Source: an optimization exercise on an open RTL-to-GDS flow (aim: small area, a short achievable clock period and few clock cycles). Production flows keep margins and buffers that such runs may drop.
RTL that was checked went through simulation tests only; none was proved equivalent to the original.
Power is estimated from default activity; no workload was simulated.

== before ==
## timer_event_queue_top
module timer_event_queue_top #(
	parameter int QUEUE_DEPTH  = 16,
	parameter int HANDLE_WIDTH = 8,
	parameter int TIME_WIDTH   = 48
) (
	input  logic                    clk,
	input  logic                    arst_n,
	input  logic                    in_valid,
	output logic                    in_ready,
	input  logic [1:0]              mode,
	input  logic [TIME_WIDTH-1:0]   due_time,
	input  logic [HANDLE_WIDTH-1:0] event_handle,
	input  logic [TIME_WIDTH-1:0]   clock_reading,
	output logic                    out_valid,
	input  logic                    out_ready,
	output logic [2:0]              kind,
	output logic [HANDLE_WIDTH-1:0] fired_handle,
	output logic [TIME_WIDTH-1:0]   fire_time,
	output logic [TIME_WIDTH-1:0]   tick_gap,
	output logic [63:0]             total_elapsed,
	output logic                    last,
	input  logic                    cfg_valid,
	output logic                    cfg_ready,
	input  logic [TIME_WIDTH-1:0]   cfg_data
);
	localparam int TW = TIME_WIDTH;
	localparam int HW = HANDLE_WIDTH;
	localparam int QD = QUEUE_DEPTH;
	logic          h_v_q;
	logic [1:0]    h_mode_q;
	logic [TW-1:0] h_val_q;
	logic [HW-1:0] h_hdl_q;
	logic          s_v_q;
	logic [1:0]    s_mode_q;
	logic [TW-1:0] s_val_q;
	logic [HW-1:0] s_hdl_q;
	logic          x_v_q;
	logic [1:0]    x_mode_q;
	logic [TW-1:0] x_val_q;
	logic [HW-1:0] x_hdl_q;
	logic          x_first_q;
	logic [QD-1:0] x_keep_q;
	logic          x_past_q;
	logic [TW-1:0] t_q;
	logic [TW-1:0] t0_q;
	logic [TW-1:0] g_q;
	logic [TW-1:0] e_q;
	logic [TW-1:0] p_q;
	logic [TW:0]   f_q;
	logic          pend_q;
	logic          o_v_q;
	logic [2:0]    o_kind_q;
	logic [HW-1:0] o_hdl_q;
  ...
For scale: ~11000 cells after synthesis, ~1400 flip-flops, ~330 I/O pins, ~100000 um2 of cells after synthesis.
export LEC_CHECK = 0
export CAP_MARGIN = 35
export CORE_MARGIN = 2
export CORE_UTILIZATION = 45
export SETUP_SLACK_MARGIN = 4.5
export SLEW_MARGIN = 30
export TNS_END_PERCENT = 0
create_clock -name core_clock -period 7.0 [get_ports {clk}]
run.sh (not shown) runs the stock make flow with config.mk's settings and CLKGATE_MAP_FILE= SYNTH_SCRIPT=/design/flow/synth_recipe.tcl, a recipe that flattens the netlist after the stock synthesis.
Edits applied to the flow inputs when going from before to after:
--- a/flow/design.v
+++ b/flow/design.v
@@ -17,13 +17,14 @@
 endpackage
 module teq_le #(
 	parameter int W = 48
 ) (
 	input  logic [W-1:0] a,
 	input  logic [W-1:0] b,
-	output logic         y
+	output logic         y,
+	output logic         lt
 );
 	localparam int L = $clog2(W);
 	localparam int N = 1 << L;
 	logic [N-1:0] g [L+1];
 	logic [N-1:0] q [L+1];
 	assign g[0] = {{(N - W){1'b0}}, b & ~a};
@@ -35,13 +36,14 @@
 		end
 		if ((N >> (l + 1)) < N) begin : g_pad
 			assign g[l+1][N-1:(N >> (l + 1))] = '0;
 			assign q[l+1][N-1:(N >> (l + 1))] = '0;
 		end
 	end
-	assign y = q[L][0];
+	assign y  = q[L][0];
+	assign lt = g[L][0];
 endmodule
 module teq_add #(
 	parameter int W = 48
 ) (
 	input  logic [W-1:0] a,
 	input  logic [W-1:0] b,
@@ -109,13 +111,13 @@
 	logic [QUEUE_DEPTH-1:0]  occ_q;
 	assign occ         = occ_q;
 	assign head_due    = due_q[0];
 	assign head_handle = handle_q[0];
 	assign next_due    = due_q[1];
 	for (genvar i = 0; i < QUEUE_DEPTH; i++) begin : g_le
-		teq_le #(.W(TIME_WIDTH)) u_le (.a(due_q[i]), .b(nv), .y(le_n[i]));
+		teq_le #(.W(TIME_WIDTH)) u_le (.a(due_q[i]), .b(nv), .y(le_n[i]), .lt());
 	end
 	always_ff @(posedge clk or negedge arst_n) begin
 		if (!arst_n) begin
 			occ_q <= '0;
 		end else if (clr) begin
 			occ_q <= '0;
@@ -286,15 +288,15 @@
 	logic [TW-1:0] gf;
 	logic [TW-1:0] ef;
 	assign is_s = (x_mode_q == teq_pkg::MODE_SCHEDULE);
 	assign is_t = (x_mode_q == teq_pkg::MODE_TICK);
 	assign is_c = (x_mode_q == teq_pkg::MODE_CLEAR);
 	assign adv  = x_v_q && (!o_v_q || out_ready);
-	teq_le #(.W(TW + 1)) u_f_le_c (.a(f_q), .b({1'b0, x_val_q}), .y(f_le_c));
-	teq_le #(.W(TW)) u_head_f (.a(head_due), .b(f_q[TW-1:0]), .y(head_le_f));
-	teq_le #(.W(TW)) u_next_f (.a(next_due), .b(f_q[TW-1:0]), .y(next_le_f));
+	teq_le #(.W(TW + 1)) u_f_le_c (.a(f_q), .b({1'b0, x_val_q}), .y(f_le_c), .lt());
+	teq_le #(.W(TW)) u_head_f (.a(head_due), .b(f_q[TW-1:0]), .y(head_le_f), .lt());
+	teq_le #(.W(TW)) u_next_f (.a(next_due), .b(f_q[TW-1:0]), .y(next_le_f), .lt());
 	assign lt     = !f_le_c;
 	assign f_sat  = f_q[TW] ? '1 : f_q[TW-1:0];
 	assign n_time = lt ? f_sat : x_val_q;
 	assign hf     = x_keep_q[0] || (occ[0] && (f_q[TW] || head_le_f));
 	assign nf     = x_keep_q[1] || (occ[1] && (f_q[TW] || next_le_f));
 	assign cp_sum     = {1'b0, x_val_q} + {1'b0, p_q};
@@ -314,16 +316,17 @@
 	logic          n_le_f;
 	logic          n_le_t;
 	logic [QD-1:0] occ_nx;
 	logic [QD-1:0] le_nx;
 	logic [QD-1:0] keep_shift;
 	logic          past_nx;
-	teq_le #(.W(TW)) u_x_le_n (.a(x_val_q), .b(n_val), .y(x_le_n));
-	teq_le #(.W(TW)) u_n_le_x (.a(n_val), .b(x_val_q), .y(n_le_x));
-	teq_le #(.W(TW)) u_n_le_f (.a(n_val), .b(f_q[TW-1:0]), .y(n_le_f));
-	teq_le #(.W(TW)) u_n_le_t (.a(n_val), .b(t_q), .y(n_le_t));
+	logic          x_lt_n;
+	teq_le #(.W(TW)) u_x_le_n (.a(x_val_q), .b(n_val), .y(x_le_n), .lt(x_lt_n));
+	assign n_le_x = !x_lt_n;
+	teq_le #(.W(TW)) u_n_le_f (.a(n_val), .b(f_q[TW-1:0]), .y(n_le_f), .lt());
+	teq_le #(.W(TW)) u_n_le_t (.a(n_val), .b(t_q), .y(n_le_t), .lt());
 	always_comb begin
 		occ_nx = occ;
 		le_nx  = le_n;
 		if (clr) begin
 			occ_nx = '0;
 		end else if (ins) begin
## What came out
- after: all stages complete, timing, DRC and antenna checks passed
- Looking at maximum achievable frequency across both flows, after is the stronger of the two, with before trailing.
- Cell area: after worse than before
- Relative to before, sequential share of layout area has gone down in after.
- Summary of after over before: depth of the most critical reg-to-reg path went up 3, power density over cell area went down about 9%, setup slack went up 0.14 ns, met3 usage went down 0.25 points, detailed placement HPWL went down about 1.9%.
- Comparing count of antenna diodes in the layout for before and after, the bigger number came from after.
- Going from before to after, the power attributed to sequential cells was found to have gone down by about 8%.
- In the metrics for before and after, the one carrying the lower worst slew slack as a fraction of its limit is before.
- Lower overall fraction of global-route tracks in use goes to before over after.
Testbench counts of after, summed over its fixed seeds: cycles 10,994.
Function not checked in before: the RTL went through the layout flow alone.

what the ideal ports hide:
How much do the figures lean on ideal ports? The routed layouts below were timed once more, with nothing changed but the port constraints. Step 1 sets driving cells, clkbuf_16 on the clock port and buf_2 on the other inputs (assumed; they add their load-dependent delay and slew). Step 2, shift: input delay + t, output delay - t, t = (earliest + latest rising clock arrival at the registers) / 2. This alone moves slack from input paths to output paths. Slacks: ideal / step 1 / step 2; pairs: ideal / step 1.
run	t, ns	slack for setup (ns)	hold WS [ns]	slew at the worst register clock pin (ns)	cell pins on the clock port's net
before	0.944	2.952 / 2.952 / 2.231	0.419 / 0.419 / 0.419	0.07 / 0.07	1
after	0.953	3.095 / 3.095 / 2.239	0.418 / 0.418 / 0.418	0.07 / 0.07	1
After both steps setup and hold are still met in every run listed. For after, which loses most, drivers alone change the setup slack by 0.000 ns; drivers and shift together by -0.856 ns.
